What follows belongs to an exercise in optimizing a design on an open flow for small area and a short achievable clock period; a production flow would make more cautious choices. Function was not checked in any run shown here: the RTL went through the layout flow alone. Power figures rest on the tool's default switching activity, not on a simulated workload.

$ cat design/flow/design.v
module cic_iq_decim #(
  parameter int DIN_W    = 16,
  parameter int DOUT_W   = 16,
  parameter int STAGES   = 4,
  parameter int MAX_RATE = 16,
  parameter int GAIN_W   = 16,
  localparam int RATE_W  = $clog2(MAX_RATE + 1),
  localparam int ACC_W   = DIN_W + STAGES * $clog2(MAX_RATE),
  localparam int SHIFT_W = $clog2(ACC_W)
) (
  input  logic                     clk,
  input  logic                     rst,
  input  logic                     s_axis_data_tvalid,
  input  logic signed [DIN_W-1:0]  s_axis_data_tdata_real,
  input  logic signed [DIN_W-1:0]  s_axis_data_tdata_imag,
  input  logic                     cfg_load,
  input  logic [RATE_W-1:0]        cfg_rate,
  input  logic [SHIFT_W-1:0]       cfg_shift,
  input  logic [GAIN_W-1:0]        cfg_gain,
  output logic                     m_axis_data_tvalid,
  output logic signed [DOUT_W-1:0] m_axis_data_tdata_real,
  output logic signed [DOUT_W-1:0] m_axis_data_tdata_imag
);
  localparam int W   = 8;            
  localparam int L   = 32 / W;       
  localparam int NVV = L + 4;        
  localparam int NFV = L + 8;        
  logic [3:0]  rm1;                  
  logic [4:0]  shift_r;
  logic [15:0] gain_r;
  always_ff @(posedge clk) begin
    if (rst) begin
      rm1     <= 4'd1;
      shift_r <= '0;
      gain_r  <= 16'd16384;
    end else if (cfg_load) begin
      if (cfg_rate < 5'd2)
        rm1 <= 4'd1;
      else if (cfg_rate > 5'd16)
        rm1 <= 4'd15;
      else
        rm1 <= 4'(cfg_rate - 5'd1);
      shift_r <= cfg_shift;
      gain_r  <= cfg_gain;
    end
  end
  logic        flush_q;
  logic        v_q;
  logic [15:0] xr_q, xi_q, xi_d;
  always_ff @(posedge clk) begin
    flush_q <= rst | cfg_load;
    v_q     <= s_axis_data_tvalid;
    xr_q    <= s_axis_data_tvalid ? s_axis_data_tdata_real : 16'd0;
    xi_q    <= s_axis_data_tvalid ? s_axis_data_tdata_imag : 16'd0;
    xi_d    <= flush_q ? 16'd0 : xi_q;
  end
  logic [NVV-1:0] vv;
  assign vv[0] = v_q;
  always_ff @(posedge clk) begin
    if (flush_q) vv[NVV-1:1] <= '0;
    else         vv[NVV-1:1] <= vv[NVV-2:0];
  end
  logic [31:0] xd [2][L];
  assign xd[0][0] = {{16{xr_q[15]}}, xr_q};
  assign xd[1][0] = {{16{xi_d[15]}}, xi_d};
  always_ff @(posedge clk) begin
    for (int c = 0; c < 2; c++)
      for (int j = 1; j < L; j++)
        xd[c][j] <= flush_q ? 32'd0 : xd[c][j-1];
  end
  logic [W-1:0] integ  [2][4][L];
  logic         icar   [2][4][L];   
  logic [W:0]   isum   [2][4][L];
  always_comb begin
    for (int c = 0; c < 2; c++)
      for (int k = 0; k < 4; k++)
        for (int j = 0; j < L; j++)
          isum[c][k][j] = {1'b0, (k == 3 && fv[3 + j + c]) ? {W{1'b0}} : integ[c][k][j]}
                        + {1'b0, (k == 0) ? xd[c][j][j*W +: W]
                                          : (vv[k + j + c] ? integ[c][k-1][j] : {W{1'b0}})}
                        + (W+1)'((j == 0) ? 1'b0 : icar[c][k][j-1]);
  end
  always_ff @(posedge clk) begin
    for (int c = 0; c < 2; c++)
      for (int k = 0; k < 4; k++)
        for (int j = 0; j < L; j++) begin
          integ[c][k][j] <= flush_q ? {W{1'b0}} : isum[c][k][j][W-1:0];
          icar[c][k][j]  <= flush_q ? 1'b0 : isum[c][k][j][W];
        end
  end
  logic [3:0]     cnt;
  logic           fe;
  logic [NFV-1:0] fv;               
  assign fe = v_q & (cnt == rm1);
  always_ff @(posedge clk) begin
    if (flush_q) begin
      cnt <= '0;
      fv  <= '0;
    end else begin
      if (v_q)
        cnt <= fe ? 4'd0 : cnt + 4'd1;
      fv <= {fv[NFV-2:0], fe};
    end
  end
  logic [W-1:0] da  [1:3][L];       
  logic [W-1:0] db  [1:3][L];       
  logic         cbr [1:3][L];       
  logic [W-1:0] cin [1:4][L];       
  logic [W:0]   csum [1:3][L];
  logic [W-1:0] cmid [L];           
  always_comb begin
    for (int j = 0; j < L; j++) begin
      cin[1][j] = fv[4 + j] ? integ[1][3][j] : integ[0][3][j];
      cin[2][j] = cmid[j];
      for (int k = 1; k < 4; k++) begin
        csum[k][j] = {1'b0, cin[k][j]} + {1'b0, ~da[k][j]}
                   + (W+1)'((j == 0) ? 1'b1 : cbr[k][j-1]);
        if (k != 1)
          cin[k+1][j] = csum[k][j][W-1:0];
      end
    end
  end
  always_ff @(posedge clk) begin
    for (int j = 0; j < L; j++) begin
      cmid[j] <= csum[1][j][W-1:0];
      for (int k = 1; k < 4; k++) begin
        cbr[k][j] <= csum[k][j][W];
        if (flush_q) begin
          da[k][j] <= '0;
          db[k][j] <= '0;
        end else if (k < 2 ? (fv[3 + j] | fv[4 + j]) : (fv[4 + j] | fv[5 + j])) begin
          da[k][j] <= db[k][j];
          db[k][j] <= cin[k][j];
        end
      end
    end
  end
  logic [W-1:0] dsk [L][L];
  logic [31:0]  z;
  always_ff @(posedge clk) begin
    for (int j = 0; j < L; j++) begin
      dsk[j][0] <= cin[4][j];
      for (int d = 1; d < L - j; d++)
        dsk[j][d] <= dsk[j][d-1];
    end
  end
  always_comb
    for (int j = 0; j < L; j++)
      z[j*W +: W] = dsk[j][L-1-j];
  logic [30:0] ur;
  always_ff @(posedge clk)
    ur <= 31'(($signed({z, 1'b0})) >>> shift_r);
  logic [17:0] g3;
  logic [15:0] gain_c;
  always_ff @(posedge clk) begin
    g3     <= {2'b0, gain_r} + {1'b0, gain_r, 1'b0};
    gain_c <= gain_r;
  end
  logic bneg0, bs1_0, bs2_0, bs3_0, bs4_0;
  logic [17:0] bm0;
  logic bneg1, bs1_1, bs2_1, bs3_1, bs4_1;
  logic [17:0] bm1;
  logic bneg2, bs1_2, bs2_2, bs3_2, bs4_2;
  logic [17:0] bm2;
  logic bneg3, bs1_3, bs2_3, bs3_3, bs4_3;
  logic [17:0] bm3;
  logic bneg4, bs1_4, bs2_4, bs3_4, bs4_4;
  logic [17:0] bm4;
  logic bneg5, bs1_5, bs2_5, bs3_5, bs4_5;
  logic [17:0] bm5;
  logic bneg6, bs1_6, bs2_6, bs3_6, bs4_6;
  logic [17:0] bm6;
  logic bneg7, bs1_7, bs2_7, bs3_7, bs4_7;
  logic [17:0] bm7;
  logic bneg8, bs1_8, bs2_8, bs3_8, bs4_8;
  logic [17:0] bm8;
  logic bneg9, bs1_9, bs2_9, bs3_9, bs4_9;
  logic [17:0] bm9;
  logic ma0_s1, ma0_c2;
  logic ma0_s3, ma0_c4;
  logic ma0_s5, ma0_c6;
  logic ma0_s7, ma0_c8;
  logic ma0_s9, ma0_c10;
  logic ma0_s11, ma0_c12;
  logic ma0_s13, ma0_c14;
  logic ma0_s15, ma0_c16;
  logic ma0_s17, ma0_c18;
  logic ma0_s19, ma0_c20;
  logic ma0_s21, ma0_c22;
  logic ma0_s23, ma0_c24;
  logic ma0_s25, ma0_c26;
  logic ma0_s27, ma0_c28;
  logic ma0_s29, ma0_c30;
  logic ma0_s31, ma0_c32;
  logic ma0_s33, ma0_c34;
  logic ma0_s35, ma0_c36;
  logic ma0_s37, ma0_c38;
  logic ma0_s39, ma0_c40;
  logic ma0_s41, ma0_c42;
  logic ma0_s43, ma0_c44;
  logic ma0_s45, ma0_c46;
  logic ma0_s47, ma0_c48;
  logic ma0_s49, ma0_c50;
  logic ma0_s51, ma0_c52;
  logic ma0_s53, ma0_c54;
  logic ma1_s55, ma1_c56;
  logic ma1_s57, ma1_c58;
  logic ma1_s59, ma1_c60;
  logic ma1_s61, ma1_c62;
  logic ma1_s63, ma1_c64;
  logic ma1_s65, ma1_c66;
  logic ma1_s67, ma1_c68;
  logic ma1_s69, ma1_c70;
  logic ma1_s71, ma1_c72;
  logic ma1_s73, ma1_c74;
  logic ma1_s75, ma1_c76;
  logic ma1_s77, ma1_c78;
  logic ma1_s79, ma1_c80;
  logic ma1_s81, ma1_c82;
  logic ma1_s83, ma1_c84;
  logic ma1_s85, ma1_c86;
  logic ma1_s87, ma1_c88;
  logic ma1_s89, ma1_c90;
  logic ma1_s91, ma1_c92;
  logic ma1_s93, ma1_c94;
  logic ma1_s95, ma1_c96;
  logic ma1_s97, ma1_c98;
  logic ma1_s99, ma1_c100;
  logic ma1_s101, ma1_c102;
  logic ma1_s103, ma1_c104;
  logic ma1_s105, ma1_c106;
  logic ma1_s107, ma1_c108;
  logic ma1_s109, ma1_c110;
  logic ma1_s111, ma1_c112;
  logic ma1_s113, ma1_c114;
  logic ma1_s115, ma1_c116;
  logic ma1_s117, ma1_c118;
  logic ma1_s119, ma1_c120;
  logic ma1_s121, ma1_c122;
  logic ma1_s123, ma1_c124;
  logic ma1_s125, ma1_c126;
  logic ma1_s127, ma1_c128;
  logic ma1_s129, ma1_c130;
  logic ma1_s131, ma1_c132;
  logic [29:0] mr0;
  logic [29:0] mr1;
  logic [29:0] mr2;
  logic [29:0] mr3;
  logic mb0_s133, mb0_c134;
  logic mb0_s135, mb0_c136;
  logic mb0_s137, mb0_c138;
  logic mb0_s139, mb0_c140;
  logic mb0_s141, mb0_c142;
  logic mb0_s143, mb0_c144;
  logic mb0_s145, mb0_c146;
  logic mb0_s147, mb0_c148;
  logic mb0_s149, mb0_c150;
  logic mb0_s151, mb0_c152;
  logic mb0_s153, mb0_c154;
  logic mb0_s155, mb0_c156;
  logic mb0_s157, mb0_c158;
  logic mb0_s159, mb0_c160;
  logic mb0_s161, mb0_c162;
  logic mb0_s163, mb0_c164;
  logic mb0_s165, mb0_c166;
  logic mb0_s167, mb0_c168;
  logic mb0_s169, mb0_c170;
  logic mb0_s171, mb0_c172;
  logic mb0_s173, mb0_c174;
  logic mb0_s175, mb0_c176;
  logic mb0_s177, mb0_c178;
  logic mb0_s179, mb0_c180;
  logic mb1_s181, mb1_c182;
  logic mb1_s183, mb1_c184;
  logic mb1_s185, mb1_c186;
  logic mb1_s187, mb1_c188;
  logic mb1_s189, mb1_c190;
  logic mb1_s191, mb1_c192;
  logic mb1_s193, mb1_c194;
  logic mb1_s195, mb1_c196;
  logic mb1_s197, mb1_c198;
  logic mb1_s199, mb1_c200;
  logic mb1_s201, mb1_c202;
  logic mb1_s203, mb1_c204;
  logic mb1_s205, mb1_c206;
  logic mb1_s207, mb1_c208;
  logic mb1_s209, mb1_c210;
  logic mb1_s211, mb1_c212;
  logic mb1_s213, mb1_c214;
  logic mb1_s215, mb1_c216;
  logic mb1_s217, mb1_c218;
  logic mb1_s219, mb1_c220;
  logic mb1_s221, mb1_c222;
  logic mb1_s223, mb1_c224;
  logic mb1_s225, mb1_c226;
  logic mb1_s227, mb1_c228;
  logic mb1_s229, mb1_c230;
  logic mb1_s231, mb1_c232;
  logic mb1_s233, mb1_c234;
  logic [29:0] mx, my;
  logic [29:0] psum;
  logic [15:0] p;
  assign bneg0 = ur[3];
  assign bs1_0 = ur[3] ? (ur[2] & (ur[1] ^ ur[0])) : (~ur[2] & (ur[1] ^ ur[0]));
  assign bs2_0 = (~ur[2] & ur[1] & ur[0]) | (ur[2] & ~ur[1] & ~ur[0]);
  assign bs3_0 = ur[3] ? (~ur[2] & (ur[1] ^ ur[0])) : (ur[2] & (ur[1] ^ ur[0]));
  assign bs4_0 = ur[3] ? (~ur[2] & ~ur[1] & ~ur[0]) : (ur[2] & ur[1] & ur[0]);
  assign bm0 = (({18{bs1_0}} & {2'b0, gain_r}) | ({18{bs2_0}} & {1'b0, gain_r, 1'b0}) | ({18{bs3_0}} & g3) | ({18{bs4_0}} & {gain_r, 2'b0})) ^ {18{bneg0}};
  assign bneg1 = ur[6];
  assign bs1_1 = ur[6] ? (ur[5] & (ur[4] ^ ur[3])) : (~ur[5] & (ur[4] ^ ur[3]));
  assign bs2_1 = (~ur[5] & ur[4] & ur[3]) | (ur[5] & ~ur[4] & ~ur[3]);
  assign bs3_1 = ur[6] ? (~ur[5] & (ur[4] ^ ur[3])) : (ur[5] & (ur[4] ^ ur[3]));
  assign bs4_1 = ur[6] ? (~ur[5] & ~ur[4] & ~ur[3]) : (ur[5] & ur[4] & ur[3]);
  assign bm1 = (({18{bs1_1}} & {2'b0, gain_r}) | ({18{bs2_1}} & {1'b0, gain_r, 1'b0}) | ({18{bs3_1}} & g3) | ({18{bs4_1}} & {gain_r, 2'b0})) ^ {18{bneg1}};
  assign bneg2 = ur[9];
  assign bs1_2 = ur[9] ? (ur[8] & (ur[7] ^ ur[6])) : (~ur[8] & (ur[7] ^ ur[6]));
  assign bs2_2 = (~ur[8] & ur[7] & ur[6]) | (ur[8] & ~ur[7] & ~ur[6]);
  assign bs3_2 = ur[9] ? (~ur[8] & (ur[7] ^ ur[6])) : (ur[8] & (ur[7] ^ ur[6]));
  assign bs4_2 = ur[9] ? (~ur[8] & ~ur[7] & ~ur[6]) : (ur[8] & ur[7] & ur[6]);
  assign bm2 = (({18{bs1_2}} & {2'b0, gain_r}) | ({18{bs2_2}} & {1'b0, gain_r, 1'b0}) | ({18{bs3_2}} & g3) | ({18{bs4_2}} & {gain_r, 2'b0})) ^ {18{bneg2}};
  assign bneg3 = ur[12];
  assign bs1_3 = ur[12] ? (ur[11] & (ur[10] ^ ur[9])) : (~ur[11] & (ur[10] ^ ur[9]));
  assign bs2_3 = (~ur[11] & ur[10] & ur[9]) | (ur[11] & ~ur[10] & ~ur[9]);
  assign bs3_3 = ur[12] ? (~ur[11] & (ur[10] ^ ur[9])) : (ur[11] & (ur[10] ^ ur[9]));
  assign bs4_3 = ur[12] ? (~ur[11] & ~ur[10] & ~ur[9]) : (ur[11] & ur[10] & ur[9]);
  assign bm3 = (({18{bs1_3}} & {2'b0, gain_r}) | ({18{bs2_3}} & {1'b0, gain_r, 1'b0}) | ({18{bs3_3}} & g3) | ({18{bs4_3}} & {gain_r, 2'b0})) ^ {18{bneg3}};
  assign bneg4 = ur[15];
  assign bs1_4 = ur[15] ? (ur[14] & (ur[13] ^ ur[12])) : (~ur[14] & (ur[13] ^ ur[12]));
  assign bs2_4 = (~ur[14] & ur[13] & ur[12]) | (ur[14] & ~ur[13] & ~ur[12]);
  assign bs3_4 = ur[15] ? (~ur[14] & (ur[13] ^ ur[12])) : (ur[14] & (ur[13] ^ ur[12]));
  assign bs4_4 = ur[15] ? (~ur[14] & ~ur[13] & ~ur[12]) : (ur[14] & ur[13] & ur[12]);
  assign bm4 = (({18{bs1_4}} & {2'b0, gain_c}) | ({18{bs2_4}} & {1'b0, gain_c, 1'b0}) | ({18{bs3_4}} & g3) | ({18{bs4_4}} & {gain_c, 2'b0})) ^ {18{bneg4}};
  assign bneg5 = ur[18];
  assign bs1_5 = ur[18] ? (ur[17] & (ur[16] ^ ur[15])) : (~ur[17] & (ur[16] ^ ur[15]));
  assign bs2_5 = (~ur[17] & ur[16] & ur[15]) | (ur[17] & ~ur[16] & ~ur[15]);
  assign bs3_5 = ur[18] ? (~ur[17] & (ur[16] ^ ur[15])) : (ur[17] & (ur[16] ^ ur[15]));
  assign bs4_5 = ur[18] ? (~ur[17] & ~ur[16] & ~ur[15]) : (ur[17] & ur[16] & ur[15]);
  assign bm5 = (({18{bs1_5}} & {2'b0, gain_c}) | ({18{bs2_5}} & {1'b0, gain_c, 1'b0}) | ({18{bs3_5}} & g3) | ({18{bs4_5}} & {gain_c, 2'b0})) ^ {18{bneg5}};
  assign bneg6 = ur[21];
  assign bs1_6 = ur[21] ? (ur[20] & (ur[19] ^ ur[18])) : (~ur[20] & (ur[19] ^ ur[18]));
  assign bs2_6 = (~ur[20] & ur[19] & ur[18]) | (ur[20] & ~ur[19] & ~ur[18]);
  assign bs3_6 = ur[21] ? (~ur[20] & (ur[19] ^ ur[18])) : (ur[20] & (ur[19] ^ ur[18]));
  assign bs4_6 = ur[21] ? (~ur[20] & ~ur[19] & ~ur[18]) : (ur[20] & ur[19] & ur[18]);
  assign bm6 = (({18{bs1_6}} & {2'b0, gain_c}) | ({18{bs2_6}} & {1'b0, gain_c, 1'b0}) | ({18{bs3_6}} & g3) | ({18{bs4_6}} & {gain_c, 2'b0})) ^ {18{bneg6}};
  assign bneg7 = ur[24];
  assign bs1_7 = ur[24] ? (ur[23] & (ur[22] ^ ur[21])) : (~ur[23] & (ur[22] ^ ur[21]));
  assign bs2_7 = (~ur[23] & ur[22] & ur[21]) | (ur[23] & ~ur[22] & ~ur[21]);
  assign bs3_7 = ur[24] ? (~ur[23] & (ur[22] ^ ur[21])) : (ur[23] & (ur[22] ^ ur[21]));
  assign bs4_7 = ur[24] ? (~ur[23] & ~ur[22] & ~ur[21]) : (ur[23] & ur[22] & ur[21]);
  assign bm7 = (({18{bs1_7}} & {2'b0, gain_c}) | ({18{bs2_7}} & {1'b0, gain_c, 1'b0}) | ({18{bs3_7}} & g3) | ({18{bs4_7}} & {gain_c, 2'b0})) ^ {18{bneg7}};
  assign bneg8 = ur[27];
  assign bs1_8 = ur[27] ? (ur[26] & (ur[25] ^ ur[24])) : (~ur[26] & (ur[25] ^ ur[24]));
  assign bs2_8 = (~ur[26] & ur[25] & ur[24]) | (ur[26] & ~ur[25] & ~ur[24]);
  assign bs3_8 = ur[27] ? (~ur[26] & (ur[25] ^ ur[24])) : (ur[26] & (ur[25] ^ ur[24]));
  assign bs4_8 = ur[27] ? (~ur[26] & ~ur[25] & ~ur[24]) : (ur[26] & ur[25] & ur[24]);
  assign bm8 = (({18{bs1_8}} & {2'b0, gain_c}) | ({18{bs2_8}} & {1'b0, gain_c, 1'b0}) | ({18{bs3_8}} & g3) | ({18{bs4_8}} & {gain_c, 2'b0})) ^ {18{bneg8}};
  assign bneg9 = ur[30];
  assign bs1_9 = ur[30] ? (ur[29] & (ur[28] ^ ur[27])) : (~ur[29] & (ur[28] ^ ur[27]));
  assign bs2_9 = (~ur[29] & ur[28] & ur[27]) | (ur[29] & ~ur[28] & ~ur[27]);
  assign bs3_9 = ur[30] ? (~ur[29] & (ur[28] ^ ur[27])) : (ur[29] & (ur[28] ^ ur[27]));
  assign bs4_9 = ur[30] ? (~ur[29] & ~ur[28] & ~ur[27]) : (ur[29] & ur[28] & ur[27]);
  assign bm9 = (({18{bs1_9}} & {2'b0, gain_c}) | ({18{bs2_9}} & {1'b0, gain_c, 1'b0}) | ({18{bs3_9}} & g3) | ({18{bs4_9}} & {gain_c, 2'b0})) ^ {18{bneg9}};
  assign ma0_s1 = bm0[15] ^ bm1[12];
  assign ma0_c2 = bm0[15] & bm1[12];
  assign ma0_s3 = bm0[16] ^ bm1[13];
  assign ma0_c4 = bm0[16] & bm1[13];
  assign ma0_s5 = bm0[17] ^ bm1[14];
  assign ma0_c6 = bm0[17] & bm1[14];
  assign ma0_s7 = ~bneg0 ^ bm1[15] ^ bm2[12];
  assign ma0_c8 = (~bneg0 & bm1[15]) | (~bneg0 & bm2[12]) | (bm1[15] & bm2[12]);
  assign ma0_s9 = bm3[9] ^ bm4[6] ^ bm5[3];
  assign ma0_c10 = (bm3[9] & bm4[6]) | (bm3[9] & bm5[3]) | (bm4[6] & bm5[3]);
  assign ma0_s11 = bm1[16] ^ bm2[13] ^ bm3[10];
  assign ma0_c12 = (bm1[16] & bm2[13]) | (bm1[16] & bm3[10]) | (bm2[13] & bm3[10]);
  assign ma0_s13 = bm4[7] ^ bm5[4];
  assign ma0_c14 = bm4[7] & bm5[4];
  assign ma0_s15 = bm1[17] ^ bm2[14] ^ bm3[11];
  assign ma0_c16 = (bm1[17] & bm2[14]) | (bm1[17] & bm3[11]) | (bm2[14] & bm3[11]);
  assign ma0_s17 = bm4[8] ^ bm5[5];
  assign ma0_c18 = bm4[8] & bm5[5];
  assign ma0_s19 = ~bneg1 ^ bm2[15] ^ bm3[12];
  assign ma0_c20 = (~bneg1 & bm2[15]) | (~bneg1 & bm3[12]) | (bm2[15] & bm3[12]);
  assign ma0_s21 = bm4[9] ^ bm5[6] ^ bm6[3];
  assign ma0_c22 = (bm4[9] & bm5[6]) | (bm4[9] & bm6[3]) | (bm5[6] & bm6[3]);
  assign ma0_s23 = bm2[16] ^ bm3[13] ^ bm4[10];
  assign ma0_c24 = (bm2[16] & bm3[13]) | (bm2[16] & bm4[10]) | (bm3[13] & bm4[10]);
  assign ma0_s25 = bm5[7] ^ bm6[4];
  assign ma0_c26 = bm5[7] & bm6[4];
  assign ma0_s27 = bm2[17] ^ bm3[14] ^ bm4[11];
  assign ma0_c28 = (bm2[17] & bm3[14]) | (bm2[17] & bm4[11]) | (bm3[14] & bm4[11]);
  assign ma0_s29 = bm5[8] ^ bm6[5];
  assign ma0_c30 = bm5[8] & bm6[5];
  assign ma0_s31 = ~bneg2 ^ bm3[15] ^ bm4[12];
  assign ma0_c32 = (~bneg2 & bm3[15]) | (~bneg2 & bm4[12]) | (bm3[15] & bm4[12]);
  assign ma0_s33 = bm5[9] ^ bm6[6] ^ bm7[3];
  assign ma0_c34 = (bm5[9] & bm6[6]) | (bm5[9] & bm7[3]) | (bm6[6] & bm7[3]);
  assign ma0_s35 = bm3[16] ^ bm4[13] ^ bm5[10];
  assign ma0_c36 = (bm3[16] & bm4[13]) | (bm3[16] & bm5[10]) | (bm4[13] & bm5[10]);
  assign ma0_s37 = bm6[7] ^ bm7[4];
  assign ma0_c38 = bm6[7] & bm7[4];
  assign ma0_s39 = bm3[17] ^ bm4[14] ^ bm5[11];
  assign ma0_c40 = (bm3[17] & bm4[14]) | (bm3[17] & bm5[11]) | (bm4[14] & bm5[11]);
  assign ma0_s41 = bm6[8] ^ bm7[5];
  assign ma0_c42 = bm6[8] & bm7[5];
  assign ma0_s43 = ~bneg3 ^ bm4[15] ^ bm5[12];
  assign ma0_c44 = (~bneg3 & bm4[15]) | (~bneg3 & bm5[12]) | (bm4[15] & bm5[12]);
  assign ma0_s45 = bm6[9] ^ bm7[6] ^ bm8[3];
  assign ma0_c46 = (bm6[9] & bm7[6]) | (bm6[9] & bm8[3]) | (bm7[6] & bm8[3]);
  assign ma0_s47 = bm4[16] ^ bm5[13] ^ bm6[10];
  assign ma0_c48 = (bm4[16] & bm5[13]) | (bm4[16] & bm6[10]) | (bm5[13] & bm6[10]);
  assign ma0_s49 = bm7[7] ^ bm8[4];
  assign ma0_c50 = bm7[7] & bm8[4];
  assign ma0_s51 = bm4[17] ^ bm5[14] ^ bm6[11];
  assign ma0_c52 = (bm4[17] & bm5[14]) | (bm4[17] & bm6[11]) | (bm5[14] & bm6[11]);
  assign ma0_s53 = bm7[8] ^ bm8[5];
  assign ma0_c54 = bm7[8] & bm8[5];
  assign ma1_s55 = bm0[9] ^ bm1[6];
  assign ma1_c56 = bm0[9] & bm1[6];
  assign ma1_s57 = bm0[10] ^ bm1[7];
  assign ma1_c58 = bm0[10] & bm1[7];
  assign ma1_s59 = bm0[11] ^ bm1[8];
  assign ma1_c60 = bm0[11] & bm1[8];
  assign ma1_s61 = bm0[12] ^ bm1[9] ^ bm2[6];
  assign ma1_c62 = (bm0[12] & bm1[9]) | (bm0[12] & bm2[6]) | (bm1[9] & bm2[6]);
  assign ma1_s63 = bm3[3] ^ bm4[0];
  assign ma1_c64 = bm3[3] & bm4[0];
  assign ma1_s65 = bm0[13] ^ bm1[10] ^ bm2[7];
  assign ma1_c66 = (bm0[13] & bm1[10]) | (bm0[13] & bm2[7]) | (bm1[10] & bm2[7]);
  assign ma1_s67 = bm3[4] ^ bm4[1] ^ 1'b1;
  assign ma1_c68 = (bm3[4] & bm4[1]) | (bm3[4] & 1'b1) | (bm4[1] & 1'b1);
  assign ma1_s69 = bm0[14] ^ bm1[11] ^ bm2[8];
  assign ma1_c70 = (bm0[14] & bm1[11]) | (bm0[14] & bm2[8]) | (bm1[11] & bm2[8]);
  assign ma1_s71 = bm3[5] ^ bm4[2];
  assign ma1_c72 = bm3[5] & bm4[2];
  assign ma1_s73 = ma0_s1 ^ bm2[9] ^ bm3[6];
  assign ma1_c74 = (ma0_s1 & bm2[9]) | (ma0_s1 & bm3[6]) | (bm2[9] & bm3[6]);
  assign ma1_s75 = bm4[3] ^ bm5[0] ^ bneg5;
  assign ma1_c76 = (bm4[3] & bm5[0]) | (bm4[3] & bneg5) | (bm5[0] & bneg5);
  assign ma1_s77 = ma0_s3 ^ bm2[10] ^ bm3[7];
  assign ma1_c78 = (ma0_s3 & bm2[10]) | (ma0_s3 & bm3[7]) | (bm2[10] & bm3[7]);
  assign ma1_s79 = bm4[4] ^ bm5[1] ^ ma0_c2;
  assign ma1_c80 = (bm4[4] & bm5[1]) | (bm4[4] & ma0_c2) | (bm5[1] & ma0_c2);
  assign ma1_s81 = ma0_s5 ^ bm2[11] ^ bm3[8];
  assign ma1_c82 = (ma0_s5 & bm2[11]) | (ma0_s5 & bm3[8]) | (bm2[11] & bm3[8]);
  assign ma1_s83 = bm4[5] ^ bm5[2] ^ ma0_c4;
  assign ma1_c84 = (bm4[5] & bm5[2]) | (bm4[5] & ma0_c4) | (bm5[2] & ma0_c4);
  assign ma1_s85 = ma0_s7 ^ ma0_s9 ^ bm6[0];
  assign ma1_c86 = (ma0_s7 & ma0_s9) | (ma0_s7 & bm6[0]) | (ma0_s9 & bm6[0]);
  assign ma1_s87 = bneg6 ^ 1'b1 ^ ma0_c6;
  assign ma1_c88 = (bneg6 & 1'b1) | (bneg6 & ma0_c6) | (1'b1 & ma0_c6);
  assign ma1_s89 = ma0_s11 ^ ma0_s13 ^ bm6[1];
  assign ma1_c90 = (ma0_s11 & ma0_s13) | (ma0_s11 & bm6[1]) | (ma0_s13 & bm6[1]);
  assign ma1_s91 = 1'b1 ^ ma0_c8 ^ ma0_c10;
  assign ma1_c92 = (1'b1 & ma0_c8) | (1'b1 & ma0_c10) | (ma0_c8 & ma0_c10);
  assign ma1_s93 = ma0_s15 ^ ma0_s17 ^ bm6[2];
  assign ma1_c94 = (ma0_s15 & ma0_s17) | (ma0_s15 & bm6[2]) | (ma0_s17 & bm6[2]);
  assign ma1_s95 = 1'b1 ^ ma0_c12 ^ ma0_c14;
  assign ma1_c96 = (1'b1 & ma0_c12) | (1'b1 & ma0_c14) | (ma0_c12 & ma0_c14);
  assign ma1_s97 = ma0_s19 ^ ma0_s21 ^ bm7[0];
  assign ma1_c98 = (ma0_s19 & ma0_s21) | (ma0_s19 & bm7[0]) | (ma0_s21 & bm7[0]);
  assign ma1_s99 = bneg7 ^ ma0_c16 ^ ma0_c18;
  assign ma1_c100 = (bneg7 & ma0_c16) | (bneg7 & ma0_c18) | (ma0_c16 & ma0_c18);
  assign ma1_s101 = ma0_s23 ^ ma0_s25 ^ bm7[1];
  assign ma1_c102 = (ma0_s23 & ma0_s25) | (ma0_s23 & bm7[1]) | (ma0_s25 & bm7[1]);
  assign ma1_s103 = 1'b1 ^ ma0_c20 ^ ma0_c22;
  assign ma1_c104 = (1'b1 & ma0_c20) | (1'b1 & ma0_c22) | (ma0_c20 & ma0_c22);
  assign ma1_s105 = ma0_s27 ^ ma0_s29 ^ bm7[2];
  assign ma1_c106 = (ma0_s27 & ma0_s29) | (ma0_s27 & bm7[2]) | (ma0_s29 & bm7[2]);
  assign ma1_s107 = 1'b1 ^ ma0_c24 ^ ma0_c26;
  assign ma1_c108 = (1'b1 & ma0_c24) | (1'b1 & ma0_c26) | (ma0_c24 & ma0_c26);
  assign ma1_s109 = ma0_s31 ^ ma0_s33 ^ bm8[0];
  assign ma1_c110 = (ma0_s31 & ma0_s33) | (ma0_s31 & bm8[0]) | (ma0_s33 & bm8[0]);
  assign ma1_s111 = bneg8 ^ ma0_c28 ^ ma0_c30;
  assign ma1_c112 = (bneg8 & ma0_c28) | (bneg8 & ma0_c30) | (ma0_c28 & ma0_c30);
  assign ma1_s113 = ma0_s35 ^ ma0_s37 ^ bm8[1];
  assign ma1_c114 = (ma0_s35 & ma0_s37) | (ma0_s35 & bm8[1]) | (ma0_s37 & bm8[1]);
  assign ma1_s115 = 1'b1 ^ ma0_c32 ^ ma0_c34;
  assign ma1_c116 = (1'b1 & ma0_c32) | (1'b1 & ma0_c34) | (ma0_c32 & ma0_c34);
  assign ma1_s117 = ma0_s39 ^ ma0_s41 ^ bm8[2];
  assign ma1_c118 = (ma0_s39 & ma0_s41) | (ma0_s39 & bm8[2]) | (ma0_s41 & bm8[2]);
  assign ma1_s119 = 1'b1 ^ ma0_c36 ^ ma0_c38;
  assign ma1_c120 = (1'b1 & ma0_c36) | (1'b1 & ma0_c38) | (ma0_c36 & ma0_c38);
  assign ma1_s121 = ma0_s43 ^ ma0_s45 ^ bm9[0];
  assign ma1_c122 = (ma0_s43 & ma0_s45) | (ma0_s43 & bm9[0]) | (ma0_s45 & bm9[0]);
  assign ma1_s123 = bneg9 ^ ma0_c40 ^ ma0_c42;
  assign ma1_c124 = (bneg9 & ma0_c40) | (bneg9 & ma0_c42) | (ma0_c40 & ma0_c42);
  assign ma1_s125 = ma0_s47 ^ ma0_s49 ^ bm9[1];
  assign ma1_c126 = (ma0_s47 & ma0_s49) | (ma0_s47 & bm9[1]) | (ma0_s49 & bm9[1]);
  assign ma1_s127 = 1'b1 ^ ma0_c44 ^ ma0_c46;
  assign ma1_c128 = (1'b1 & ma0_c44) | (1'b1 & ma0_c46) | (ma0_c44 & ma0_c46);
  assign ma1_s129 = ma0_s51 ^ ma0_s53 ^ bm9[2];
  assign ma1_c130 = (ma0_s51 & ma0_s53) | (ma0_s51 & bm9[2]) | (ma0_s53 & bm9[2]);
  assign ma1_s131 = 1'b1 ^ ma0_c48 ^ ma0_c50;
  assign ma1_c132 = (1'b1 & ma0_c48) | (1'b1 & ma0_c50) | (ma0_c48 & ma0_c50);
  assign mb0_s133 = mr0[6] ^ mr1[6];
  assign mb0_c134 = mr0[6] & mr1[6];
  assign mb0_s135 = mr0[7] ^ mr1[7];
  assign mb0_c136 = mr0[7] & mr1[7];
  assign mb0_s137 = mr0[8] ^ mr1[8];
  assign mb0_c138 = mr0[8] & mr1[8];
  assign mb0_s139 = mr0[9] ^ mr1[9] ^ mr2[9];
  assign mb0_c140 = (mr0[9] & mr1[9]) | (mr0[9] & mr2[9]) | (mr1[9] & mr2[9]);
  assign mb0_s141 = mr0[10] ^ mr1[10] ^ mr2[10];
  assign mb0_c142 = (mr0[10] & mr1[10]) | (mr0[10] & mr2[10]) | (mr1[10] & mr2[10]);
  assign mb0_s143 = mr0[11] ^ mr1[11] ^ mr2[11];
  assign mb0_c144 = (mr0[11] & mr1[11]) | (mr0[11] & mr2[11]) | (mr1[11] & mr2[11]);
  assign mb0_s145 = mr0[12] ^ mr1[12] ^ mr2[12];
  assign mb0_c146 = (mr0[12] & mr1[12]) | (mr0[12] & mr2[12]) | (mr1[12] & mr2[12]);
  assign mb0_s147 = mr0[13] ^ mr1[13] ^ mr2[13];
  assign mb0_c148 = (mr0[13] & mr1[13]) | (mr0[13] & mr2[13]) | (mr1[13] & mr2[13]);
  assign mb0_s149 = mr0[14] ^ mr1[14] ^ mr2[14];
  assign mb0_c150 = (mr0[14] & mr1[14]) | (mr0[14] & mr2[14]) | (mr1[14] & mr2[14]);
  assign mb0_s151 = mr0[15] ^ mr1[15] ^ mr2[15];
  assign mb0_c152 = (mr0[15] & mr1[15]) | (mr0[15] & mr2[15]) | (mr1[15] & mr2[15]);
  assign mb0_s153 = mr0[16] ^ mr1[16] ^ mr2[16];
  assign mb0_c154 = (mr0[16] & mr1[16]) | (mr0[16] & mr2[16]) | (mr1[16] & mr2[16]);
  assign mb0_s155 = mr0[17] ^ mr1[17] ^ mr2[17];
  assign mb0_c156 = (mr0[17] & mr1[17]) | (mr0[17] & mr2[17]) | (mr1[17] & mr2[17]);
  assign mb0_s157 = mr0[18] ^ mr1[18] ^ mr2[18];
  assign mb0_c158 = (mr0[18] & mr1[18]) | (mr0[18] & mr2[18]) | (mr1[18] & mr2[18]);
  assign mb0_s159 = mr0[19] ^ mr1[19] ^ mr2[19];
  assign mb0_c160 = (mr0[19] & mr1[19]) | (mr0[19] & mr2[19]) | (mr1[19] & mr2[19]);
  assign mb0_s161 = mr0[20] ^ mr1[20] ^ mr2[20];
  assign mb0_c162 = (mr0[20] & mr1[20]) | (mr0[20] & mr2[20]) | (mr1[20] & mr2[20]);
  assign mb0_s163 = mr0[21] ^ mr1[21] ^ mr2[21];
  assign mb0_c164 = (mr0[21] & mr1[21]) | (mr0[21] & mr2[21]) | (mr1[21] & mr2[21]);
  assign mb0_s165 = mr0[22] ^ mr1[22] ^ mr2[22];
  assign mb0_c166 = (mr0[22] & mr1[22]) | (mr0[22] & mr2[22]) | (mr1[22] & mr2[22]);
  assign mb0_s167 = mr0[23] ^ mr1[23] ^ mr2[23];
  assign mb0_c168 = (mr0[23] & mr1[23]) | (mr0[23] & mr2[23]) | (mr1[23] & mr2[23]);
  assign mb0_s169 = mr0[24] ^ mr1[24] ^ mr2[24];
  assign mb0_c170 = (mr0[24] & mr1[24]) | (mr0[24] & mr2[24]) | (mr1[24] & mr2[24]);
  assign mb0_s171 = mr0[25] ^ mr1[25] ^ mr2[25];
  assign mb0_c172 = (mr0[25] & mr1[25]) | (mr0[25] & mr2[25]) | (mr1[25] & mr2[25]);
  assign mb0_s173 = mr0[26] ^ mr1[26] ^ mr2[26];
  assign mb0_c174 = (mr0[26] & mr1[26]) | (mr0[26] & mr2[26]) | (mr1[26] & mr2[26]);
  assign mb0_s175 = mr0[27] ^ mr1[27] ^ mr2[27];
  assign mb0_c176 = (mr0[27] & mr1[27]) | (mr0[27] & mr2[27]) | (mr1[27] & mr2[27]);
  assign mb0_s177 = mr0[28] ^ mr1[28] ^ mr2[28];
  assign mb0_c178 = (mr0[28] & mr1[28]) | (mr0[28] & mr2[28]) | (mr1[28] & mr2[28]);
  assign mb0_s179 = mr0[29] ^ mr1[29] ^ mr2[29];
  assign mb0_c180 = (mr0[29] & mr1[29]) | (mr0[29] & mr2[29]) | (mr1[29] & mr2[29]);
  assign mb1_s181 = mr0[3] ^ mr1[3];
  assign mb1_c182 = mr0[3] & mr1[3];
  assign mb1_s183 = mr0[4] ^ mr1[4];
  assign mb1_c184 = mr0[4] & mr1[4];
  assign mb1_s185 = mr0[5] ^ mr1[5];
  assign mb1_c186 = mr0[5] & mr1[5];
  assign mb1_s187 = mb0_s133 ^ mr2[6] ^ mr3[6];
  assign mb1_c188 = (mb0_s133 & mr2[6]) | (mb0_s133 & mr3[6]) | (mr2[6] & mr3[6]);
  assign mb1_s189 = mb0_s135 ^ mr2[7] ^ mb0_c134;
  assign mb1_c190 = (mb0_s135 & mr2[7]) | (mb0_s135 & mb0_c134) | (mr2[7] & mb0_c134);
  assign mb1_s191 = mb0_s137 ^ mr2[8] ^ mb0_c136;
  assign mb1_c192 = (mb0_s137 & mr2[8]) | (mb0_s137 & mb0_c136) | (mr2[8] & mb0_c136);
  assign mb1_s193 = mb0_s139 ^ mr3[9] ^ mb0_c138;
  assign mb1_c194 = (mb0_s139 & mr3[9]) | (mb0_s139 & mb0_c138) | (mr3[9] & mb0_c138);
  assign mb1_s195 = mb0_s141 ^ mr3[10] ^ mb0_c140;
  assign mb1_c196 = (mb0_s141 & mr3[10]) | (mb0_s141 & mb0_c140) | (mr3[10] & mb0_c140);
  assign mb1_s197 = mb0_s143 ^ mr3[11] ^ mb0_c142;
  assign mb1_c198 = (mb0_s143 & mr3[11]) | (mb0_s143 & mb0_c142) | (mr3[11] & mb0_c142);
  assign mb1_s199 = mb0_s145 ^ mr3[12] ^ mb0_c144;
  assign mb1_c200 = (mb0_s145 & mr3[12]) | (mb0_s145 & mb0_c144) | (mr3[12] & mb0_c144);
  assign mb1_s201 = mb0_s147 ^ mr3[13] ^ mb0_c146;
  assign mb1_c202 = (mb0_s147 & mr3[13]) | (mb0_s147 & mb0_c146) | (mr3[13] & mb0_c146);
  assign mb1_s203 = mb0_s149 ^ mr3[14] ^ mb0_c148;
  assign mb1_c204 = (mb0_s149 & mr3[14]) | (mb0_s149 & mb0_c148) | (mr3[14] & mb0_c148);
  assign mb1_s205 = mb0_s151 ^ mr3[15] ^ mb0_c150;
  assign mb1_c206 = (mb0_s151 & mr3[15]) | (mb0_s151 & mb0_c150) | (mr3[15] & mb0_c150);
  assign mb1_s207 = mb0_s153 ^ mr3[16] ^ mb0_c152;
  assign mb1_c208 = (mb0_s153 & mr3[16]) | (mb0_s153 & mb0_c152) | (mr3[16] & mb0_c152);
  assign mb1_s209 = mb0_s155 ^ mr3[17] ^ mb0_c154;
  assign mb1_c210 = (mb0_s155 & mr3[17]) | (mb0_s155 & mb0_c154) | (mr3[17] & mb0_c154);
  assign mb1_s211 = mb0_s157 ^ mr3[18] ^ mb0_c156;
  assign mb1_c212 = (mb0_s157 & mr3[18]) | (mb0_s157 & mb0_c156) | (mr3[18] & mb0_c156);
  assign mb1_s213 = mb0_s159 ^ mr3[19] ^ mb0_c158;
  assign mb1_c214 = (mb0_s159 & mr3[19]) | (mb0_s159 & mb0_c158) | (mr3[19] & mb0_c158);
  assign mb1_s215 = mb0_s161 ^ mr3[20] ^ mb0_c160;
  assign mb1_c216 = (mb0_s161 & mr3[20]) | (mb0_s161 & mb0_c160) | (mr3[20] & mb0_c160);
  assign mb1_s217 = mb0_s163 ^ mr3[21] ^ mb0_c162;
  assign mb1_c218 = (mb0_s163 & mr3[21]) | (mb0_s163 & mb0_c162) | (mr3[21] & mb0_c162);
  assign mb1_s219 = mb0_s165 ^ mr3[22] ^ mb0_c164;
  assign mb1_c220 = (mb0_s165 & mr3[22]) | (mb0_s165 & mb0_c164) | (mr3[22] & mb0_c164);
  assign mb1_s221 = mb0_s167 ^ mr3[23] ^ mb0_c166;
  assign mb1_c222 = (mb0_s167 & mr3[23]) | (mb0_s167 & mb0_c166) | (mr3[23] & mb0_c166);
  assign mb1_s223 = mb0_s169 ^ mr3[24] ^ mb0_c168;
  assign mb1_c224 = (mb0_s169 & mr3[24]) | (mb0_s169 & mb0_c168) | (mr3[24] & mb0_c168);
  assign mb1_s225 = mb0_s171 ^ mr3[25] ^ mb0_c170;
  assign mb1_c226 = (mb0_s171 & mr3[25]) | (mb0_s171 & mb0_c170) | (mr3[25] & mb0_c170);
  assign mb1_s227 = mb0_s173 ^ mr3[26] ^ mb0_c172;
  assign mb1_c228 = (mb0_s173 & mr3[26]) | (mb0_s173 & mb0_c172) | (mr3[26] & mb0_c172);
  assign mb1_s229 = mb0_s175 ^ mr3[27] ^ mb0_c174;
  assign mb1_c230 = (mb0_s175 & mr3[27]) | (mb0_s175 & mb0_c174) | (mr3[27] & mb0_c174);
  assign mb1_s231 = mb0_s177 ^ mr3[28] ^ mb0_c176;
  assign mb1_c232 = (mb0_s177 & mr3[28]) | (mb0_s177 & mb0_c176) | (mr3[28] & mb0_c176);
  assign mb1_s233 = mb0_s179 ^ mr3[29] ^ mb0_c178;
  assign mb1_c234 = (mb0_s179 & mr3[29]) | (mb0_s179 & mb0_c178) | (mr3[29] & mb0_c178);
  assign mx[0] = mr0[0];
  assign my[0] = mr1[0];
  assign mx[1] = mr0[1];
  assign my[1] = 1'b0;
  assign mx[2] = mr0[2];
  assign my[2] = 1'b0;
  assign mx[3] = mb1_s181;
  assign my[3] = mr2[3];
  assign mx[4] = mb1_s183;
  assign my[4] = mb1_c182;
  assign mx[5] = mb1_s185;
  assign my[5] = mb1_c184;
  assign mx[6] = mb1_s187;
  assign my[6] = mb1_c186;
  assign mx[7] = mb1_s189;
  assign my[7] = mb1_c188;
  assign mx[8] = mb1_s191;
  assign my[8] = mb1_c190;
  assign mx[9] = mb1_s193;
  assign my[9] = mb1_c192;
  assign mx[10] = mb1_s195;
  assign my[10] = mb1_c194;
  assign mx[11] = mb1_s197;
  assign my[11] = mb1_c196;
  assign mx[12] = mb1_s199;
  assign my[12] = mb1_c198;
  assign mx[13] = mb1_s201;
  assign my[13] = mb1_c200;
  assign mx[14] = mb1_s203;
  assign my[14] = mb1_c202;
  assign mx[15] = mb1_s205;
  assign my[15] = mb1_c204;
  assign mx[16] = mb1_s207;
  assign my[16] = mb1_c206;
  assign mx[17] = mb1_s209;
  assign my[17] = mb1_c208;
  assign mx[18] = mb1_s211;
  assign my[18] = mb1_c210;
  assign mx[19] = mb1_s213;
  assign my[19] = mb1_c212;
  assign mx[20] = mb1_s215;
  assign my[20] = mb1_c214;
  assign mx[21] = mb1_s217;
  assign my[21] = mb1_c216;
  assign mx[22] = mb1_s219;
  assign my[22] = mb1_c218;
  assign mx[23] = mb1_s221;
  assign my[23] = mb1_c220;
  assign mx[24] = mb1_s223;
  assign my[24] = mb1_c222;
  assign mx[25] = mb1_s225;
  assign my[25] = mb1_c224;
  assign mx[26] = mb1_s227;
  assign my[26] = mb1_c226;
  assign mx[27] = mb1_s229;
  assign my[27] = mb1_c228;
  assign mx[28] = mb1_s231;
  assign my[28] = mb1_c230;
  assign mx[29] = mb1_s233;
  assign my[29] = mb1_c232;
  assign psum = mx + my;
  assign p = psum[29:14];
  always_ff @(posedge clk) begin
    mr0[0] <= bm0[0];
    mr1[0] <= bneg0;
    mr2[0] <= 1'b0;
    mr3[0] <= 1'b0;
    mr0[1] <= bm0[1];
    mr1[1] <= 1'b0;
    mr2[1] <= 1'b0;
    mr3[1] <= 1'b0;
    mr0[2] <= bm0[2];
    mr1[2] <= 1'b0;
    mr2[2] <= 1'b0;
    mr3[2] <= 1'b0;
    mr0[3] <= bm0[3];
    mr1[3] <= bm1[0];
    mr2[3] <= bneg1;
    mr3[3] <= 1'b0;
    mr0[4] <= bm0[4];
    mr1[4] <= bm1[1];
    mr2[4] <= 1'b0;
    mr3[4] <= 1'b0;
    mr0[5] <= bm0[5];
    mr1[5] <= bm1[2];
    mr2[5] <= 1'b0;
    mr3[5] <= 1'b0;
    mr0[6] <= bm0[6];
    mr1[6] <= bm1[3];
    mr2[6] <= bm2[0];
    mr3[6] <= bneg2;
    mr0[7] <= bm0[7];
    mr1[7] <= bm1[4];
    mr2[7] <= bm2[1];
    mr3[7] <= 1'b0;
    mr0[8] <= bm0[8];
    mr1[8] <= bm1[5];
    mr2[8] <= bm2[2];
    mr3[8] <= 1'b0;
    mr0[9] <= ma1_s55;
    mr1[9] <= bm2[3];
    mr2[9] <= bm3[0];
    mr3[9] <= bneg3;
    mr0[10] <= ma1_s57;
    mr1[10] <= bm2[4];
    mr2[10] <= bm3[1];
    mr3[10] <= ma1_c56;
    mr0[11] <= ma1_s59;
    mr1[11] <= bm2[5];
    mr2[11] <= bm3[2];
    mr3[11] <= ma1_c58;
    mr0[12] <= ma1_s61;
    mr1[12] <= ma1_s63;
    mr2[12] <= bneg4;
    mr3[12] <= ma1_c60;
    mr0[13] <= ma1_s65;
    mr1[13] <= ma1_s67;
    mr2[13] <= ma1_c62;
    mr3[13] <= ma1_c64;
    mr0[14] <= ma1_s69;
    mr1[14] <= ma1_s71;
    mr2[14] <= ma1_c66;
    mr3[14] <= ma1_c68;
    mr0[15] <= ma1_s73;
    mr1[15] <= ma1_s75;
    mr2[15] <= ma1_c70;
    mr3[15] <= ma1_c72;
    mr0[16] <= ma1_s77;
    mr1[16] <= ma1_s79;
    mr2[16] <= ma1_c74;
    mr3[16] <= ma1_c76;
    mr0[17] <= ma1_s81;
    mr1[17] <= ma1_s83;
    mr2[17] <= ma1_c78;
    mr3[17] <= ma1_c80;
    mr0[18] <= ma1_s85;
    mr1[18] <= ma1_s87;
    mr2[18] <= ma1_c82;
    mr3[18] <= ma1_c84;
    mr0[19] <= ma1_s89;
    mr1[19] <= ma1_s91;
    mr2[19] <= ma1_c86;
    mr3[19] <= ma1_c88;
    mr0[20] <= ma1_s93;
    mr1[20] <= ma1_s95;
    mr2[20] <= ma1_c90;
    mr3[20] <= ma1_c92;
    mr0[21] <= ma1_s97;
    mr1[21] <= ma1_s99;
    mr2[21] <= ma1_c94;
    mr3[21] <= ma1_c96;
    mr0[22] <= ma1_s101;
    mr1[22] <= ma1_s103;
    mr2[22] <= ma1_c98;
    mr3[22] <= ma1_c100;
    mr0[23] <= ma1_s105;
    mr1[23] <= ma1_s107;
    mr2[23] <= ma1_c102;
    mr3[23] <= ma1_c104;
    mr0[24] <= ma1_s109;
    mr1[24] <= ma1_s111;
    mr2[24] <= ma1_c106;
    mr3[24] <= ma1_c108;
    mr0[25] <= ma1_s113;
    mr1[25] <= ma1_s115;
    mr2[25] <= ma1_c110;
    mr3[25] <= ma1_c112;
    mr0[26] <= ma1_s117;
    mr1[26] <= ma1_s119;
    mr2[26] <= ma1_c114;
    mr3[26] <= ma1_c116;
    mr0[27] <= ma1_s121;
    mr1[27] <= ma1_s123;
    mr2[27] <= ma1_c118;
    mr3[27] <= ma1_c120;
    mr0[28] <= ma1_s125;
    mr1[28] <= ma1_s127;
    mr2[28] <= ma1_c122;
    mr3[28] <= ma1_c124;
    mr0[29] <= ma1_s129;
    mr1[29] <= ma1_s131;
    mr2[29] <= ma1_c126;
    mr3[29] <= ma1_c128;
  end
  always_ff @(posedge clk) begin
    m_axis_data_tdata_real <= m_axis_data_tdata_imag;
    m_axis_data_tdata_imag <= p;
    m_axis_data_tvalid <= fv[L + 7] & ~flush_q & ~rst & ~cfg_load;
  end
endmodule
$ cat design/flow/flow/run.sh
#!/bin/bash
# Standard ORFS layout, with repair_timing asked to reach a larger setup slack than the
# constraint needs (the SDC is unchanged), and plain buffers on the ports.
# Each tool's output stays in orfs/logs/; make's output goes to standard.log.
set -euo pipefail
cd "$(dirname "$0")/.."
export SETUP_SLACK_MARGIN=${MARGIN:-6.45}
export BUFFER_PORTS_ARGS="-buffer_cell sky130_fd_sc_hd__buf_1"
bash standard.sh > standard.log 2>&1
$ cat design/flow/standard.sh
#!/bin/bash
# synth_recipe.tcl (not shown) runs the flow's synth.tcl, then flattens the netlist and writes it again
# the make line also repeats each setting of config.mk as NAME=value (left out here)
make -C /OpenROAD-flow-scripts/flow DESIGN_CONFIG=/design/flow/config.mk WORK_HOME=/design/flow/orfs CLKGATE_MAP_FILE= SYNTH_SCRIPT=/design/flow/synth_recipe.tcl "${@:-finish}"
$ cat design/flow/config.mk
export PLATFORM = sky130hd
export DESIGN_NAME = cic_iq_decim
export DESIGN_NICKNAME = cic_iq_decim
export VERILOG_FILES = /design/flow/design.v
export SDC_FILE = /design/flow/constraint.sdc
export NUM_CORES = 4
export LEC_CHECK = 0
export ABC_AREA = 1
export CAP_MARGIN = 20
export CORE_MARGIN = 2
export CORE_UTILIZATION = 40
export CTS_CLUSTER_DIAMETER = 200
export CTS_CLUSTER_SIZE = 25
export SLEW_MARGIN = 20
$ cat design/flow/constraint.sdc
create_clock -name core_clock -period 9.5 [get_ports {clk}]
set_input_delay 1.9000 -clock core_clock [delete_from_list [all_inputs] [get_ports {clk}]]
set_output_delay 1.9000 -clock core_clock [all_outputs]
set_load 0.01 [all_outputs]
==> impl_metrics.toml, run 1 <==
[synth]
yosys.area_share.adder = 0.160
yosys_warnings = 12
ys_ff_latch = 913
synthFlopType = "dfxtp_1"
synthXorXnorAreaFrac = 0.0438
synth.area.mux_share = 0.00101
avgSynthCellArea_um2 = 7.79
synth.largest_area_cell = "dfxtp_1"
synth_cells = 6365
ys_top_cells_by_area = "dfxtp_1 37%, ha_1 9.7%, inv_1 7.8%"
synth-simple-area-share = 0.148
synth_fp_nets = 6968
synth-edff-count = 0
synth_compound_area_frac = 0.176
async_flop_share = 0
synth_top_family_by_area = "compound AO/OA/AOI/OAI gates"
synth-seq-area-share = 0.369
synth.cell_area_mm2 = 0.0496
synth_top_area_share = 0.369
ys_types = 62

[placed_design]
io_buffers = 94
place_congestion = 0.947
post-dp-hpwl_um = 88400
place_area_mm2 = 0.0511

[sta]
report.final.slew_viol_count = 0
hold_viol = 0
rsz0062_at_grt = "yes"
max_slew_margin = 0.322
setup-violations-final = 0
setup_tns_ns = 0
worst_slew_pin_slew_ns = 1.02
fin_crit_ns = 3.00
finalCritPeriodShare = 0.316
fin_skew_ns = 0.0311
max_freq_ghz = 0.333

[setup_path]
crit_chain = "buf_6"
slowest_delay_ns = 0.35
endpoint_kind = "output port"
critPathArrivalTime_ns = 1.10
cp-start-kind = "flop"
path_class = "reg2out"
critPathTopFamily = "flip-flops"
cp_slowest_cell = "dfxtp_2"
cp_data_required_time_ns = 7.60
crit_fanout = 2
crit_buf_inv = 1

[drt]
drc = 0
wl_per_cell_um = 14.9
viasPerCell = 4.98
dr.pass1.iters = 8
ant_nets = 0
via_count = 39500
drtIter0Drc = 2479
drt-total-wl_um = 118000

[layout]
post-route-util = 0.426
finish.instance_area_mm2 = 0.0525
layout_common_cells = "1,027 x inv_1, 948 x nand2_1, 888 x dfxtp_1, 628 x a21oi_1, 573 x o21ai_0"
nFillCells = 12700
regArea_mm2 = 0.0183
final_common_cell = "inv_1"
fin_nets = 6907
syn_to_final_growth_pct = 5.86
drive_gt1_frac = 0.0357
diodes = 0
multi_input_area_mm2 = 0.0263

[global_routing]
grt.met3_usage = 0.0201
antenna_found_initial = 0
grt_start_max_net_pins = 161
gr-max-usage-layer = "met2"
gr-usage-met2 = 0.332
grt_use_total = 0.184
grt_pass1_vias = 37700
overflow = 0
grt_pass1_wl_um = 192000
grtUsageMet1 = 0.231

[clock_network]
cts_max_path_buffers = 3
cts.sinks = 913
path_clk_slew_ns = 0.10
ctsRootBufferMaster = "clkbuf_16"
cts_made_buffers = 42
cts_tree = "yes"
worstSkewPairLatency_ns = 0.67
htree_num_levels = 2

[run_status]
status = "timing/DRC/antenna clean"

[pwr]
peakVddDrop_v = 0.000310
p_leak_uw = 0.0246
p_per_area_mw_per_mm2 = 224

[flow_run]
cap_violations = 0

[die]
die_x_um = 356
die-area_mm2 = 0.127
boundaryPins = 95
die_h_um = 356
initial_utilization = 0.402
coreArea_mm2 = 0.123
rows = 129

[min_path]
hp-class = "reg2reg"
## layer usage
metal	vias to the layer above	wire length [um]
met5	-	0
met2	767	57100
met4	0	3280
li1	20500	-
met3	170	4710
met1	18100	53100
## worst paths after layout
path / slack (ns) / startpoint / cells past startpoint / end
hold reg to reg: 0.33 / dsk[4][0] / 0 / dsk[5][0]
hold / removal: 0.33 / dsk[4][0] / 0 / dsk[5][0]
setup / recovery: 6.50 / m_axis_data_tdata_imag[3] / 1 / m_axis_data_tdata_imag[3]
setup reg to reg: 6.60 / ur[6] / 8 / mr0[22]
## synth_stat cells, types with 44 or more instances
library cell	n
a21oi_1	628
nand3_1	179
nor2_1	545
o22ai_1	203
o21ai_0	575
nand2_1	949
nand4_1	44
xor2_1	218
fa_1	158
clkbuf_1	167
dfxtp_1	913
inv_1	1030
ha_1	383
## flip-flops by register name, summed over array words and instances, names as in the netlist, 22 cells and up
signal / cells
db: 96
da: 96
ur: 31
mr0: 30
cmid: 32
icar: 24
mr1: 28
integ: 256
mr3: 22
dsk: 80
mr2: 25
## power breakdown
part	leakage [uW]	switching (uW)	internal (uW)
logic	0.0166	3240	1900
registers	0.00744	277	4270
clock network	0.000542	1260	810
total	0.0246	4780	6970
## area by class of cell
| type | instances | share of cell area |
|---|---|---|
| inverters | 1051 | 0.0758 |
| well taps | 1637 | 0.0390 |
| multi-input cells | 4171 | 0.502 |
| repair buffers | 125 | 0.0132 |
| clock buffers | 43 | 0.0201 |
| flip-flops and latches | 913 | 0.349 |
| clock inverters | 3 | 0.00100 |
## per-stage QoR
| stage | worst slack, ns | instances | power, uW | hold slack [ns] |
|---|---|---|---|---|
| 5_1_grt | 6.44 | 7943 | 12700 | 0.338 |
| 3_5_place_dp | 6.04 | 7888 | 9670 | 0.312 |
| 2_1_floorplan | 6.79 | 6365 | 8180 | 0.310 |
| 4_1_cts | 6.43 | 7942 | 11800 | 0.335 |
| 3_3_place_gp | 6.01 | 7888 | 9620 | 0.310 |
| 6_report | 6.50 | 7943 | 11800 | 0.333 |
## logic make-up (layout without fill, tap and decap cells)
kind of cell / after synthesis / in the layout
flip-flops: 913 / 913
AO/OA/AOI/OAI: 1580 / 1580
XOR/XNOR: 248 / 248
adder cells (fa/ha/maj): 541 / 541
buffers and inverters: 1281 / 1222
multiplexers: 5 / 5
AND/OR/NAND/NOR: 1797 / 1797
## repair_timing
action	4_1_cts	5_1_grt
hold buffers	0	0
pin swaps	2	0
gates resized for setup	42	42
endpoints found under the setup margin	56	62
setup buffers	8	0
==> inputs of run 2 (changes only) <==
--- a/design/flow/flow/run.sh
+++ b/design/flow/flow/run.sh
@@ -5,5 +5,5 @@
 set -euo pipefail
 cd "$(dirname "$0")/.."
-export SETUP_SLACK_MARGIN=${MARGIN:-6.45}
+export SETUP_SLACK_MARGIN=${MARGIN:-6.5}
 export BUFFER_PORTS_ARGS="-buffer_cell sky130_fd_sc_hd__buf_1"
 bash standard.sh > standard.log 2>&1
==> run 2 against run 1 <==
Compared with the run above:
- combinational power is 2% higher
- non-clock buffer count is 3 higher
- via count is 0.11% higher
- sequential power hardly changed
- worst setup slack worse by 0.0058 ns
- highest routed layer unchanged
- still clean
==> impl_metrics.toml, run 2 <==
[setup_path]
critPathTopFamily = "flip-flops"
r2r-start = "gain_c[0]"
crit_start = "m_axis_data_tdata_imag[3]"
cp_slowest_cell = "dfxtp_2"
r2r_end = "mr0[25]"
critPathCapture = "m_axis_data_tdata_imag[3]"
endpoint_kind = "output port"
reg2reg_slack_ns = 6.59
cp_data_required_time_ns = 7.60
crit_buf_inv = 1
slowest_delay_ns = 0.35
crit_fanout = 2
cp.depth = 1
reg2regPathDepth = 5
critPathArrivalTime_ns = 1.10
path_class = "reg2out"
cp-start-kind = "flop"
crit_chain = "buf_6"

[sta]
max_slew_margin = 0.318
finalCritPeriodShare = 0.316
setup_ws_ns = 6.50
max_freq_ghz = 0.333
rsz0062_at_grt = "yes"
setup_tns_ns = 0
report.final.slew_viol_count = 0
fin_hold_ws_ns = 0.333
hold_viol = 0
worst_slew_pin_slew_ns = 1.02
setup-violations-final = 0
fin_skew_ns = 0.0275
fin_crit_ns = 3.00

[flow_run]
cap_violations = 0

[global_routing]
overflow = 0
grt_pass1_vias = 37800
grt_pass1_wl_um = 193000
grt_use_total = 0.184
antenna_found_initial = 0
grt_start_max_net_pins = 161

[placed_design]
place_congestion = 0.947
post-dp-hpwl_um = 88400
dp_slack_ns = 6.04
placed_cells = 7888
io_buffers = 94

[clock_network]
cts.sinks = 913
ctsRootBufferMaster = "clkbuf_16"
cts_made_buffers = 42
cts_tree = "yes"
cts_max_path_buffers = 3
worstSkewPairLatency_ns = 0.66
path_clk_slew_ns = 0.10
htree_num_levels = 2

[synth]
avgSynthCellArea_um2 = 7.79
async_flop_share = 0
synth-edff-count = 0
yosys_warnings = 12
synth.most_common_cell = "inv_1"
synthFlopType = "dfxtp_1"
synthTopCellsByCount = "1,030 x inv_1, 949 x nand2_1, 913 x dfxtp_1, 628 x a21oi_1, 575 x o21ai_0"
synth.cell_area_mm2 = 0.0496
ys_ff_latch = 913
synth_cells = 6365
synth-seq-area-share = 0.369
synth_fp_nets = 6968
synth_top_area_share = 0.369
synth.largest_area_cell = "dfxtp_1"
ys_types = 62
ys_top_cells_by_area = "dfxtp_1 37%, ha_1 9.7%, inv_1 7.8%"

[layout]
layout_common_cells = "1,027 x inv_1, 945 x nand2_1, 880 x dfxtp_1, 625 x a21oi_1, 573 x o21ai_0"
nFillCells = 12700
final_common_cell = "inv_1"
fin_nets = 6910
top_regs = "integ (256), da (96), db (96)"
syn_to_final_growth_pct = 6.24
largest_register_ff_count = 256
regMostFlops = "integ"
drive_gt1_frac = 0.0392
finalNonFillerCells = 7948

[die]
rows = 129
coreArea_mm2 = 0.123
die_x_um = 356
boundaryPins = 95
die_h_um = 356
die-area_mm2 = 0.127
initial_utilization = 0.402

[run_status]
status = "timing/DRC/antenna clean"

[drt]
wl_per_cell_um = 14.9
drt-total-wl_um = 119000
drc = 0
viasPerCell = 4.98
drtIter0Drc = 2520
dr.pass1.iters = 6
via_count = 39600
ant_nets = 0

[min_path]
hp-class = "reg2reg"

[pwr]
p_leak_uw = 0.0247
finalPower_uw = 11900
peakVddDrop_v = 0.000352
p_per_area_mw_per_mm2 = 225
-- run 2: cell counts after synthesis --
No cell type changed its count.
-- run 2: metal layers --
layer  up-vias  global-route usage  share of wire
met2       753               0.332           0.48
met4         0              0.0531          0.028
met1     18200               0.231           0.45
met3       160              0.0201          0.040
met5         -                   0              0
li1      20500                   -              -
-- run 2: layout make-up --
type,count,area [um2],area share
diodes,2,5.00,0.0000950
clock buffers,43,1050,0.0200
clock inverters,3,52.6,0.000998
inverters,1051,3980,0.0755
multi-input cells,4171,26300,0.500
flip-flops and latches,913,18300,0.348
well taps,1637,2050,0.0389
repair buffers,128,843,0.0160
-- run 2: kinds of logic after synthesis --
| family | after synthesis | synth area share |
|---|---|---|
| and+or+nand+nor | 1797 | 0.148 |
| xor gates and xnor gates | 248 | 0.0438 |
| adders and majority gates | 541 | 0.160 |
| AOI/OAI and AO/OA | 1580 | 0.176 |
| muxes | 5 | 0.00101 |
| buffers and inverters | 1281 | 0.102 |
| DFF | 913 | 0.369 |
-- run 2: worst min path at each step --
stage / startpoint / endpoint / slack [ns] / cells past startpoint
floorplan: dsk[0][0] / dsk[1][0] / 0.31 / 0
global placement: dsk[4][2] / dsk[5][2] / 0.31 / 0
detailed placement: dsk[0][2] / dsk[1][2] / 0.31 / 0
CTS: dsk[4][4] / dsk[5][4] / 0.33 / 0
global route: dsk[4][0] / dsk[5][0] / 0.34 / 0
finish: dsk[4][0] / dsk[5][0] / 0.33 / 0
-- run 2: stage by stage --
stage           util  instance area, um2
6_report       0.427               52700
3_3_place_gp   0.414               51100
2_1_floorplan      -               49600
5_1_grt        0.427               52700
3_5_place_dp   0.414               51100
4_1_cts        0.425               52400
-- run 2: power by group --
part | switching [uW] | internal (uW) | total (uW)
sequential | 287 | 4270 | 4560
combinational | 3260 | 1960 | 5220
clock | 1260 | 810 | 2070
total | 4810 | 7050 | 11900
-- run 2: what timing repair did --
action / in CTS / in global routing
setup buffers: 8 / 3
setup endpoints to repair: 72 / 85
pin swaps: 2 / 4
resized for setup: 73 / 48
hold buffers: 0 / 0

separate check: timing with driven ports:
In the flow no input, the clock included, has a driving cell. The finished layouts below were timed again as built, in two steps.
Step 1, drivers: a clkbuf_16 drives clk and a buf_2 each remaining input, both assumed.
Step 2 adds t to the input delays and takes it off the output delays; t is the mean of the earliest and latest rising clock arrival at the registers after step 1. Input paths then give back, and output paths get back, about the clock's delay inside the block.
a / b / c = no drivers / after step 1 / after step 2; a / b = the first two.
run	t (ns)	slack for setup (ns)	worst setup path after step 2	pins driven straight from the clock port
run 1	0.719	6.501 / 6.432 / 6.365	input to register	1
run 2	0.718	6.495 / 6.426 / 6.373	input to register	1
After both steps setup and hold are still met in every run listed. The setup slack of run 1, which loses most, moves by -0.069 ns with the drivers and by -0.136 ns with both steps.
